From an optimization exercise on the open Yosys and OpenROAD flow, aimed at small area, a short achievable clock period and few clock cycles per item; shortcuts taken in it are not production practice. Only simulation tests tie the RTL to the original design; equivalence was not proved. Power figures rest on the tool's default switching activity, not on a simulated workload.

==> try-pepper: inputs <==
==> flow/design.v <==
`default_nettype none
package mipi_rx_pkg;
    localparam int WORD_W     = 48;
    localparam int LANE_BYTES = 6;
    localparam logic [WORD_W-1:0] SOF_DEFAULT = 48'hEA_FF_99_DE_AD_FF;
    localparam logic [WORD_W-1:0] EOF_DEFAULT = 48'hEA_FF_99_DE_AD_AA;
    localparam logic [7:0]        I2C_APP_ID_DEFAULT = 8'd7;
endpackage
`default_nettype wire
`timescale 1ns/10ps
`default_nettype none
module mipi_rx_decoder #(
    parameter logic [47:0] SOF_WORD   = mipi_rx_pkg::SOF_DEFAULT,
    parameter logic [47:0] EOF_WORD   = mipi_rx_pkg::EOF_DEFAULT,
    parameter logic [7:0]  I2C_APP_ID = mipi_rx_pkg::I2C_APP_ID_DEFAULT
) (
    input  wire logic        rx_pixel_clk,
    input  wire logic        arst_n,
    input  wire logic [63:0] mipi_rx_data,
    input  wire logic        mipi_rx_valid,
    input  wire logic        uart_fifo_re,
    input  wire logic        i2c_fifo_re,
    output logic [7:0]       uart_data,
    output logic [7:0]       i2c_data,
    output logic             uart_fifo_empty,
    output logic             i2c_fifo_empty
);
    localparam int NS = 64;   
    typedef enum logic [1:0] {
        S_HUNT,
        S_HDR,
        S_DATA,
        S_END
    } wstate_t;
    function automatic logic [2:0] last_bytes(input logic [7:0] mask);
        case (mask)
            8'd1:    last_bytes = 3'd1;
            8'd3:    last_bytes = 3'd2;
            8'd7:    last_bytes = 3'd3;
            8'd15:   last_bytes = 3'd4;
            8'd31:   last_bytes = 3'd5;
            default: last_bytes = 3'd6;
        endcase
    endfunction
    function automatic logic [2:0] low8(input logic [7:0] v);
        low8 = 3'd7;
        for (int i = 6; i >= 0; i--) begin
            if (v[i]) low8 = 3'(i);
        end
    endfunction
    logic [47:0] rx_word;
    always_comb begin
        for (int i = 0; i < 6; i++) begin
            rx_word[47-8*i -: 8] = mipi_rx_data[8*i +: 8];
        end
    end
    wstate_t     st;
    logic [5:0]  cnt;      
    logic        fzero;    
    logic        fdest;    
    logic [6:0]  flen;     
    logic [5:0]  fhead;    
    logic [5:0]  prev;     
    logic [5:0]  A;        
    logic [NS-1:0] A_oh;   
    logic        A_v;
    logic [NS-1:0] F;      
    logic [NS-1:0] P;      
    logic        is_sof;
    logic        is_eof;
    logic [5:0]  rlen;
    assign is_sof = (rx_word == SOF_WORD);
    assign is_eof = (rx_word == EOF_WORD);
    assign rlen   = rx_word[21:16];
    logic [47:0] w0;         
    logic        we;         
    logic        hdr_w;      
    logic        chain_we;   
    logic        end_cyc;    
    logic        commit;     
    logic        link_we;
    logic        we_n;
    assign we_n = mipi_rx_valid && (((st == S_HDR) && (rlen != 6'd0)) || (st == S_DATA));
    always_ff @(posedge rx_pixel_clk) begin
        w0 <= (st == S_HDR) ? {rx_word[47:3], last_bytes(rx_word[15:8])} : rx_word;
    end
    always_ff @(posedge rx_pixel_clk or negedge arst_n) begin
        if (!arst_n) begin
            st       <= S_HUNT;
            cnt      <= '0;
            fzero    <= 1'b0;
            fdest    <= 1'b0;
            flen     <= '0;
            we       <= 1'b0;
            hdr_w    <= 1'b0;
            chain_we <= 1'b0;
            end_cyc  <= 1'b0;
            commit   <= 1'b0;
        end else begin
            we       <= we_n;
            hdr_w    <= mipi_rx_valid && (st == S_HDR) && (rlen != 6'd0);
            chain_we <= mipi_rx_valid && (st == S_DATA);
            end_cyc  <= mipi_rx_valid && (st == S_END);
            commit   <= mipi_rx_valid && (st == S_END) && is_eof && !fzero;
            if (mipi_rx_valid) begin
                case (st)
                    S_HUNT: begin
                        if (is_sof) st <= S_HDR;
                    end
                    S_HDR: begin
                        fzero <= (rlen == 6'd0);
                        fdest <= (rx_word[47:40] == I2C_APP_ID);
                        flen  <= {1'b0, rlen} + 7'd1;
                        cnt   <= rlen;
                        st    <= (rlen == 6'd0) ? S_END : S_DATA;
                    end
                    S_DATA: begin
                        cnt <= cnt - 6'd1;
                        if (cnt == 6'd1) st <= S_END;
                    end
                    default: begin
                        st <= S_HUNT;
                    end
                endcase
            end
        end
    end
    always_ff @(posedge rx_pixel_clk or negedge arst_n) begin
        if (!arst_n) begin
            fhead <= '0;
            prev  <= '0;
        end else begin
            if (hdr_w) fhead <= A;
            if (we)    prev  <= A;
        end
    end
    logic [47:0] mem  [NS];
    logic [5:0]  nptr [NS];
    logic [NS-1:0] wr_oh;
    logic [NS-1:0] prev_oh;
    logic [5:0]    tail [2];
    logic [NS-1:0] tdec;
    logic [5:0]    ndata;
    always_comb begin
        for (int i = 0; i < NS; i++) tdec[i] = (tail[fdest] == 6'(i));
    end
    assign ndata = link_we ? fhead : A;
    for (genvar i = 0; i < NS; i++) begin : g_row
        always_ff @(posedge rx_pixel_clk) begin
            if (wr_oh[i]) mem[i] <= w0;
            if ((chain_we && prev_oh[i]) || (link_we && tdec[i])) nptr[i] <= ndata;
        end
    end
    always_ff @(posedge rx_pixel_clk) begin
        if (we) prev_oh <= A_oh;
    end
    logic [NS-1:0] Fm;
    logic [7:0]    grp_any;
    logic [7:0]    grp_below;
    logic [NS-1:0] below;
    logic [NS-1:0] B_oh;
    logic [5:0]    B;
    logic          B_v;
    logic          adv;
    always_comb begin
        Fm = F & ~A_oh;
        for (int g = 0; g < 8; g++) grp_any[g] = |Fm[8*g +: 8];
        grp_below[0] = 1'b0;
        for (int g = 1; g < 8; g++) grp_below[g] = grp_below[g-1] | grp_any[g-1];
        for (int g = 0; g < 8; g++) begin
            below[8*g] = grp_below[g];
            for (int i = 1; i < 8; i++) below[8*g+i] = below[8*g+i-1] | Fm[8*g+i-1];
        end
        B_oh = Fm & ~below;
        B    = '0;
        for (int i = 0; i < NS; i++) begin
            if (B_oh[i]) B = B | 6'(i);
        end
        B_v = |grp_any;
    end
    assign adv = we || !A_v;
    always_ff @(posedge rx_pixel_clk) begin
        if (adv) A_oh <= B_oh;
    end
    always_ff @(posedge rx_pixel_clk or negedge arst_n) begin
        if (!arst_n) wr_oh <= '0;
        else         wr_oh <= we_n ? (adv ? B_oh : A_oh) : '0;
    end
    logic          go1;
    logic          own1;
    logic          hdr1;
    logic [NS-1:0] AR_oh;
    logic          go2;
    logic          own2;
    logic          b1 [2];   
    logic          b2 [2];   
    logic          hdr2;
    logic [53:0]   rq;       
    always_ff @(posedge rx_pixel_clk or negedge arst_n) begin
        if (!arst_n) begin
            A   <= '0;
            A_v <= 1'b0;
            F   <= '1;
            P   <= '0;
        end else begin
            if (adv) begin
                A   <= B;
                A_v <= B_v;
            end
            for (int i = 0; i < NS; i++) begin
                F[i] <= (F[i] && !wr_oh[i])
                        || (go1 && AR_oh[i])
                        || (end_cyc && !commit && P[i]);
                P[i] <= !end_cyc && (P[i] || wr_oh[i]);
            end
        end
    end
    logic [5:0]  rp     [2];   
    logic [6:0]  avail  [2];   
    logic        a_nz   [2];   
    logic        a_gt1  [2];   
    logic        rem_nz [2];   
    logic [5:0]  wl     [2];   
    logic        wlz    [2];   
    logic        wl1    [2];   
    logic [2:0]  nl     [2];   
    logic [47:0] nxt    [2];
    logic        nxt_v  [2];
    logic [2:0]  nxt_c  [2];
    logic [47:0] cur    [2];
    logic [2:0]  cc     [2];
    logic        emp    [2];
    logic        has    [2];   
    logic        pr;
    logic          can [2];
    logic          g;
    logic          issue;
    logic [NS-1:0] dec0;
    logic [NS-1:0] dec1;
    logic [53:0]   rword_lo;
    logic [53:0]   rword_hi;
    logic [53:0]   rq_lo;
    logic [53:0]   rq_hi;
    logic          fixq;
    logic          re_in [2];
    assign re_in[0] = uart_fifo_re;
    assign re_in[1] = i2c_fifo_re;
    logic          nhdr [2];
    logic [5:0]    ad [2];   
    always_comb begin
        for (int d = 0; d < 2; d++) begin
            nhdr[d] = b2[d] ? !hdr2 : wlz[d];
            can[d]  = !b1[d] && a_nz[d] &&
                      (b2[d] ? (hdr2 ? !nxt_v[d] : wl1[d]) : (wlz[d] || !nxt_v[d]));
        end
        g     = (can[0] && can[1]) ? pr : can[1];
        issue = can[0] || can[1];
        for (int d = 0; d < 2; d++) ad[d] = b2[d] ? rq[53:48] : rp[d];
        for (int i = 0; i < NS; i++) begin
            dec0[i] = (ad[0] == 6'(i));
            dec1[i] = (ad[1] == 6'(i));
        end
    end
    always_ff @(posedge rx_pixel_clk or negedge arst_n) begin
        if (!arst_n) begin
            pr   <= 1'b0;
            go1  <= 1'b0;
            own1 <= 1'b0;
            hdr1 <= 1'b0;
            go2  <= 1'b0;
            own2 <= 1'b0;
            b1[0] <= 1'b0;
            b1[1] <= 1'b0;
            b2[0] <= 1'b0;
            b2[1] <= 1'b0;
            hdr2 <= 1'b0;
        end else begin
            if (can[0] && can[1]) pr <= !pr;
            go1  <= issue;
            own1 <= g;
            hdr1 <= g ? nhdr[1] : nhdr[0];
            go2  <= go1;
            own2 <= own1;
            b1[0] <= can[0] && !g;
            b1[1] <= can[1] && g;
            b2[0] <= b1[0];
            b2[1] <= b1[1];
            hdr2 <= hdr1;
        end
    end
    always_ff @(posedge rx_pixel_clk) begin
        AR_oh <= g ? dec1 : dec0;
    end
    always_comb begin
        rword_lo = '0;
        rword_hi = '0;
        for (int i = 0; i < NS / 2; i++) begin
            rword_lo = rword_lo | ({54{AR_oh[i]}} & {nptr[i], mem[i]});
            rword_hi = rword_hi | ({54{AR_oh[i+NS/2]}} & {nptr[i+NS/2], mem[i+NS/2]});
        end
    end
    logic link_d [2];
    logic fix1;
    always_comb begin
        link_we = 1'b0;
        for (int d = 0; d < 2; d++) begin
            rem_nz[d] = b1[d] ? a_gt1[d] : a_nz[d];
            link_d[d] = commit && (fdest == d[0]) && rem_nz[d];
            link_we = link_we || link_d[d];
        end
        fix1 = commit && (fdest ? (b1[1] && !a_gt1[1]) : (b1[0] && !a_gt1[0]));
    end
    always_ff @(posedge rx_pixel_clk) begin
        rq_lo <= rword_lo;
        rq_hi <= rword_hi;
        fixq  <= fix1;
    end
    assign rq = {fixq ? fhead : (rq_lo[53:48] | rq_hi[53:48]), rq_lo[47:0] | rq_hi[47:0]};
    for (genvar d = 0; d < 2; d++) begin : g_rd
        logic       rd;
        logic       cm;
        logic       pop;
        logic       need;
        assign rd   = b2[d];
        assign cm   = commit && (fdest == d[0]);
        assign pop  = re_in[d] && !emp[d];
        assign need = emp[d] || ((cc[d] == 3'd1) && pop);
        logic       dword;
        logic       load_n;
        logic       load_r;
        logic [2:0] rcnt;
        assign dword  = rd && !hdr2;
        assign load_n = need && nxt_v[d];
        assign load_r = need && !nxt_v[d] && dword;
        assign rcnt   = wl1[d] ? nl[d] : 3'd6;
        always_ff @(posedge rx_pixel_clk or negedge arst_n) begin
            if (!arst_n) begin
                rp[d]    <= '0;
                avail[d] <= '0;
                a_nz[d]  <= 1'b0;
                a_gt1[d] <= 1'b0;
                wl[d]    <= '0;
                wlz[d]   <= 1'b1;
                wl1[d]   <= 1'b0;
                nl[d]    <= '0;
                nxt_v[d] <= 1'b0;
                nxt_c[d] <= '0;
                cc[d]    <= '0;
                emp[d]   <= 1'b1;
                has[d]   <= 1'b0;
                tail[d]  <= '0;
            end else begin
                avail[d] <= avail[d] - 7'(b1[d]) + (cm ? flen : 7'd0);
                a_nz[d]  <= cm || rem_nz[d];
                a_gt1[d] <= cm || (b1[d] ? (avail[d] > 7'd2) : (avail[d] > 7'd1));
                if (cm && !a_nz[d] && !b1[d]) begin
                    rp[d] <= fhead;
                end else if (rd) begin
                    rp[d] <= rq[53:48];
                end
                if (cm) tail[d] <= prev;
                if (rd) begin
                    if (hdr2) begin
                        wl[d]  <= rq[21:16];
                        wlz[d] <= 1'b0;
                        wl1[d] <= (rq[21:16] == 6'd1);
                        nl[d]  <= rq[2:0];
                    end else begin
                        wl[d]  <= wl[d] - 6'd1;
                        wlz[d] <= wl1[d];
                        wl1[d] <= (wl[d] == 6'd2);
                    end
                end
                if (load_n) begin
                    nxt_v[d] <= 1'b0;
                    cc[d]    <= nxt_c[d];
                    emp[d]   <= 1'b0;
                    has[d]   <= 1'b1;
                end else if (load_r) begin
                    cc[d]    <= rcnt;
                    emp[d]   <= 1'b0;
                    has[d]   <= 1'b1;
                end else if (pop) begin
                    cc[d]    <= cc[d] - 3'd1;
                    emp[d]   <= (cc[d] == 3'd1);
                    has[d]   <= (cc[d] != 3'd1);
                end
                if (dword && !load_r) begin
                    nxt_v[d] <= 1'b1;
                    nxt_c[d] <= rcnt;
                end
            end
        end
        always_ff @(posedge rx_pixel_clk) begin
            if (dword && !load_r) nxt[d] <= rq[47:0];
            if (load_n) begin
                cur[d] <= nxt[d];
            end else if (load_r) begin
                cur[d] <= rq[47:0];
            end else if (pop) begin
                cur[d] <= {cur[d][39:0], 8'h00};
            end
        end
    end
    assign uart_data       = cur[0][47:40];
    assign i2c_data        = cur[1][47:40];
    assign uart_fifo_empty = !has[0];
    assign i2c_fifo_empty  = !has[1];
endmodule
`default_nettype wire
==> flow/flow/run.sh <==
#!/bin/bash
# The standard layout, with the I/O port buffers made from buf_4 cells
# instead of the delay cells buffer_ports picks by default.
set -euo pipefail
bash standard.sh "BUFFER_PORTS_ARGS=-buffer_cell sky130_fd_sc_hd__buf_4" finish > standard_make.log 2>&1
==> flow/standard.sh <==
#!/bin/bash
# synth_recipe.tcl (not shown) runs the flow's synth.tcl, then flattens the netlist and writes it again
# the make line also repeats each setting of config.mk as NAME=value (left out here)
make -C /OpenROAD-flow-scripts/flow DESIGN_CONFIG=/design/flow/config.mk WORK_HOME=/design/flow/orfs CLKGATE_MAP_FILE= SYNTH_SCRIPT=/design/flow/synth_recipe.tcl "${@:-finish}"
==> flow/config.mk <==
export PLATFORM = sky130hd
export DESIGN_NAME = mipi_rx_decoder
export DESIGN_NICKNAME = mipi_rx_decoder
export VERILOG_FILES = /design/flow/design.v
export SDC_FILE = /design/flow/constraint.sdc
export NUM_CORES = 4
export LEC_CHECK = 0
export CAP_MARGIN = 20
export CORE_MARGIN = 2
export CORE_UTILIZATION = 45
export CTS_CLUSTER_DIAMETER = 80
export CTS_CLUSTER_SIZE = 24
export SETUP_SLACK_MARGIN = 3.0
export SLEW_MARGIN = 20
export TNS_END_PERCENT = 40
==> flow/constraint.sdc <==
create_clock -name core_clock -period 5.5 [get_ports {rx_pixel_clk}]
set_input_delay 1.1000 -clock core_clock [delete_from_list [all_inputs] [get_ports {rx_pixel_clk}]]
set_output_delay 1.1000 -clock core_clock [all_outputs]
set_load 0.01 [all_outputs]
==> try-garnet (differences from try-pepper) <==
--- a/flow/design.v
+++ b/flow/design.v
@@ -80,6 +80,4 @@
     logic        commit;     
     logic        link_we;
-    logic        we_n;
-    assign we_n = mipi_rx_valid && (((st == S_HDR) && (rlen != 6'd0)) || (st == S_DATA));
     always_ff @(posedge rx_pixel_clk) begin
         w0 <= (st == S_HDR) ? {rx_word[47:3], last_bytes(rx_word[15:8])} : rx_word;
@@ -98,5 +96,5 @@
             commit   <= 1'b0;
         end else begin
-            we       <= we_n;
+            we       <= mipi_rx_valid && (((st == S_HDR) && (rlen != 6'd0)) || (st == S_DATA));
             hdr_w    <= mipi_rx_valid && (st == S_HDR) && (rlen != 6'd0);
             chain_we <= mipi_rx_valid && (st == S_DATA);
@@ -137,21 +135,18 @@
     logic [47:0] mem  [NS];
     logic [5:0]  nptr [NS];
-    logic [NS-1:0] wr_oh;
-    logic [NS-1:0] prev_oh;
-    logic [5:0]    tail [2];
-    logic [NS-1:0] tdec;
-    logic [5:0]    ndata;
-    always_comb begin
-        for (int i = 0; i < NS; i++) tdec[i] = (tail[fdest] == 6'(i));
-    end
-    assign ndata = link_we ? fhead : A;
     for (genvar i = 0; i < NS; i++) begin : g_row
         always_ff @(posedge rx_pixel_clk) begin
-            if (wr_oh[i]) mem[i] <= w0;
-            if ((chain_we && prev_oh[i]) || (link_we && tdec[i])) nptr[i] <= ndata;
+            if (we && A_oh[i]) mem[i] <= w0;
         end
     end
+    logic [5:0] tail [2];
+    logic [5:0] nrow;
+    logic [5:0] ndata;
+    logic       nwe;
+    assign nwe   = chain_we || link_we;
+    assign nrow  = link_we ? tail[fdest] : prev;
+    assign ndata = link_we ? fhead : A;
     always_ff @(posedge rx_pixel_clk) begin
-        if (we) prev_oh <= A_oh;
+        if (nwe) nptr[nrow] <= ndata;
     end
     logic [NS-1:0] Fm;
@@ -183,8 +178,4 @@
         if (adv) A_oh <= B_oh;
     end
-    always_ff @(posedge rx_pixel_clk or negedge arst_n) begin
-        if (!arst_n) wr_oh <= '0;
-        else         wr_oh <= we_n ? (adv ? B_oh : A_oh) : '0;
-    end
     logic          go1;
     logic          own1;
@@ -193,8 +184,6 @@
     logic          go2;
     logic          own2;
-    logic          b1 [2];   
-    logic          b2 [2];   
     logic          hdr2;
-    logic [53:0]   rq;       
+    logic [53:0]   rq;
     always_ff @(posedge rx_pixel_clk or negedge arst_n) begin
         if (!arst_n) begin
@@ -209,8 +198,8 @@
             end
             for (int i = 0; i < NS; i++) begin
-                F[i] <= (F[i] && !wr_oh[i])
+                F[i] <= (F[i] && !(we && A_oh[i]))
                         || (go1 && AR_oh[i])
                         || (end_cyc && !commit && P[i]);
-                P[i] <= !end_cyc && (P[i] || wr_oh[i]);
+                P[i] <= !end_cyc && (P[i] || (we && A_oh[i]));
             end
         end
@@ -220,5 +209,4 @@
     logic        a_nz   [2];   
     logic        a_gt1  [2];   
-    logic        rem_nz [2];   
     logic [5:0]  wl     [2];   
     logic        wlz    [2];   
@@ -238,26 +226,24 @@
     logic [NS-1:0] dec0;
     logic [NS-1:0] dec1;
-    logic [53:0]   rword_lo;
-    logic [53:0]   rword_hi;
-    logic [53:0]   rq_lo;
-    logic [53:0]   rq_hi;
-    logic          fixq;
+    logic [53:0]   rword;
     logic          re_in [2];
     assign re_in[0] = uart_fifo_re;
     assign re_in[1] = i2c_fifo_re;
+    logic          byp [2];
     logic          nhdr [2];
-    logic [5:0]    ad [2];   
+    logic [NS-1:0] decq;
     always_comb begin
         for (int d = 0; d < 2; d++) begin
-            nhdr[d] = b2[d] ? !hdr2 : wlz[d];
-            can[d]  = !b1[d] && a_nz[d] &&
-                      (b2[d] ? (hdr2 ? !nxt_v[d] : wl1[d]) : (wlz[d] || !nxt_v[d]));
+            byp[d]  = go2 && (own2 == d[0]) && (hdr2 ? !nxt_v[d] : wl1[d]);
+            nhdr[d] = (go2 && (own2 == d[0])) ? !hdr2 : wlz[d];
+            can[d]  = !(go1 && (own1 == d[0])) && a_nz[d] &&
+                      (byp[d] || (!(go2 && (own2 == d[0])) && (wlz[d] || !nxt_v[d])));
         end
         g     = (can[0] && can[1]) ? pr : can[1];
         issue = can[0] || can[1];
-        for (int d = 0; d < 2; d++) ad[d] = b2[d] ? rq[53:48] : rp[d];
         for (int i = 0; i < NS; i++) begin
-            dec0[i] = (ad[0] == 6'(i));
-            dec1[i] = (ad[1] == 6'(i));
+            dec0[i] = (rp[0] == 6'(i));
+            dec1[i] = (rp[1] == 6'(i));
+            decq[i] = (rq[53:48] == 6'(i));
         end
     end
@@ -270,8 +256,4 @@
             go2  <= 1'b0;
             own2 <= 1'b0;
-            b1[0] <= 1'b0;
-            b1[1] <= 1'b0;
-            b2[0] <= 1'b0;
-            b2[1] <= 1'b0;
             hdr2 <= 1'b0;
         end else begin
@@ -282,20 +264,14 @@
             go2  <= go1;
             own2 <= own1;
-            b1[0] <= can[0] && !g;
-            b1[1] <= can[1] && g;
-            b2[0] <= b1[0];
-            b2[1] <= b1[1];
             hdr2 <= hdr1;
         end
     end
     always_ff @(posedge rx_pixel_clk) begin
-        AR_oh <= g ? dec1 : dec0;
+        AR_oh <= (g ? byp[1] : byp[0]) ? decq : (g ? dec1 : dec0);
     end
     always_comb begin
-        rword_lo = '0;
-        rword_hi = '0;
-        for (int i = 0; i < NS / 2; i++) begin
-            rword_lo = rword_lo | ({54{AR_oh[i]}} & {nptr[i], mem[i]});
-            rword_hi = rword_hi | ({54{AR_oh[i+NS/2]}} & {nptr[i+NS/2], mem[i+NS/2]});
+        rword = '0;
+        for (int i = 0; i < NS; i++) begin
+            rword = rword | ({54{AR_oh[i]}} & {nptr[i], mem[i]});
         end
     end
@@ -305,22 +281,24 @@
         link_we = 1'b0;
         for (int d = 0; d < 2; d++) begin
-            rem_nz[d] = b1[d] ? a_gt1[d] : a_nz[d];
-            link_d[d] = commit && (fdest == d[0]) && rem_nz[d];
+            link_d[d] = commit && (fdest == d[0]) && a_nz[d];
             link_we = link_we || link_d[d];
         end
-        fix1 = commit && (fdest ? (b1[1] && !a_gt1[1]) : (b1[0] && !a_gt1[0]));
+        fix1 = commit && go1 && (own1 == fdest) && !(own1 ? a_nz[1] : a_nz[0]);
     end
     always_ff @(posedge rx_pixel_clk) begin
-        rq_lo <= rword_lo;
-        rq_hi <= rword_hi;
-        fixq  <= fix1;
+        rq <= {fix1 ? fhead : rword[53:48], rword[47:0]};
     end
-    assign rq = {fixq ? fhead : (rq_lo[53:48] | rq_hi[53:48]), rq_lo[47:0] | rq_hi[47:0]};
     for (genvar d = 0; d < 2; d++) begin : g_rd
+        logic       iss;
         logic       rd;
         logic       cm;
         logic       pop;
         logic       need;
-        assign rd   = b2[d];
+        assign iss  = issue && (g == d[0]);
+        logic [6:0] av_0;
+        logic [6:0] av_m1;
+        assign av_0  = avail[d] + (cm ? flen : 7'd0);
+        assign av_m1 = avail[d] + (cm ? flen - 7'd1 : 7'h7f);
+        assign rd   = go2 && (own2 == d[0]);
         assign cm   = commit && (fdest == d[0]);
         assign pop  = re_in[d] && !emp[d];
@@ -351,8 +329,8 @@
                 tail[d]  <= '0;
             end else begin
-                avail[d] <= avail[d] - 7'(b1[d]) + (cm ? flen : 7'd0);
-                a_nz[d]  <= cm || rem_nz[d];
-                a_gt1[d] <= cm || (b1[d] ? (avail[d] > 7'd2) : (avail[d] > 7'd1));
-                if (cm && !a_nz[d] && !b1[d]) begin
+                avail[d] <= iss ? av_m1 : av_0;
+                a_nz[d]  <= cm || (iss ? a_gt1[d] : a_nz[d]);
+                a_gt1[d] <= cm || (iss ? (avail[d] > 7'd2) : (avail[d] > 7'd1));
+                if (cm && !a_nz[d] && !(go1 && (own1 == d[0]))) begin
                     rp[d] <= fhead;
                 end else if (rd) begin
Settings changed: SETUP_SLACK_MARGIN 3.0 to 2.9, TNS_END_PERCENT 40 to 20.
==> metrics.md <==
| Metric | Value |
|---|---|
| Status | timing/DRC/antenna clean |
| Post-synthesis compound-gate area fraction | 0.118 |
| Initial core utilization | 0.452 |
| Worst hold margin | 0.0637 ns |
| P_int | 42200 µW |
| XOR/XNOR share of the synthesized area | 0.00128 |
| CTS buffer count | between 200 and 250 |
| Fraction of area in multi-input gates | 0.168 |
| Layout cells sized above 1 | 0.161 |
That was try-garnet.
==> metrics.md <==
| Metric | Value |
|---|---|
| Worst hold margin | between 0.2 and 0.3 ns |
| Layout cells sized above 1 | 0.123 |
| Status | timing/DRC/antenna clean |
| P_int | between 40000 and 50000 µW |
| Initial core utilization | 0.453 |
| XOR/XNOR share of the synthesized area | 0.00124 |
That was try-pepper.
Testbench counts of try-pepper, summed over its fixed seeds: cycles 10,216, items 16,964.
Testbench counts of try-garnet, summed over its fixed seeds: cycles 10,216, items 16,964.

==> separate check: timing with driven ports <==
How much do the figures lean on ideal ports? The routed layouts below were timed once more, with nothing changed but the port constraints. Step 1 (the two cells are an assumption about what drives the block):
set clk [get_ports {rx_pixel_clk}]
set_driving_cell -lib_cell sky130_fd_sc_hd__clkbuf_16 $clk
set_driving_cell -lib_cell sky130_fd_sc_hd__buf_2 [delete_from_list [all_inputs] $clk]
Step 2 times the ports against the registers' clock, not the clock port: input delays grow and output delays shrink by t, the midpoint of the rising clock arrivals with the driver on. Three values: ideal ports, drivers, drivers and shift; two values: the first two.
run	t, ns	setup WS [ns]	worst setup path at the end	latest minus earliest clock arrival (ns)
try-pepper	1.058	2.543 / 2.439 / 2.221	input to register	0.079 / 0.079
try-garnet	1.080	2.121 / 2.121 / 1.879	input to register	0.092 / 0.092
After both steps every run listed still meets setup and hold. The setup slack of try-pepper, which loses most, moves by -0.104 ns with the drivers and by -0.322 ns with both steps.
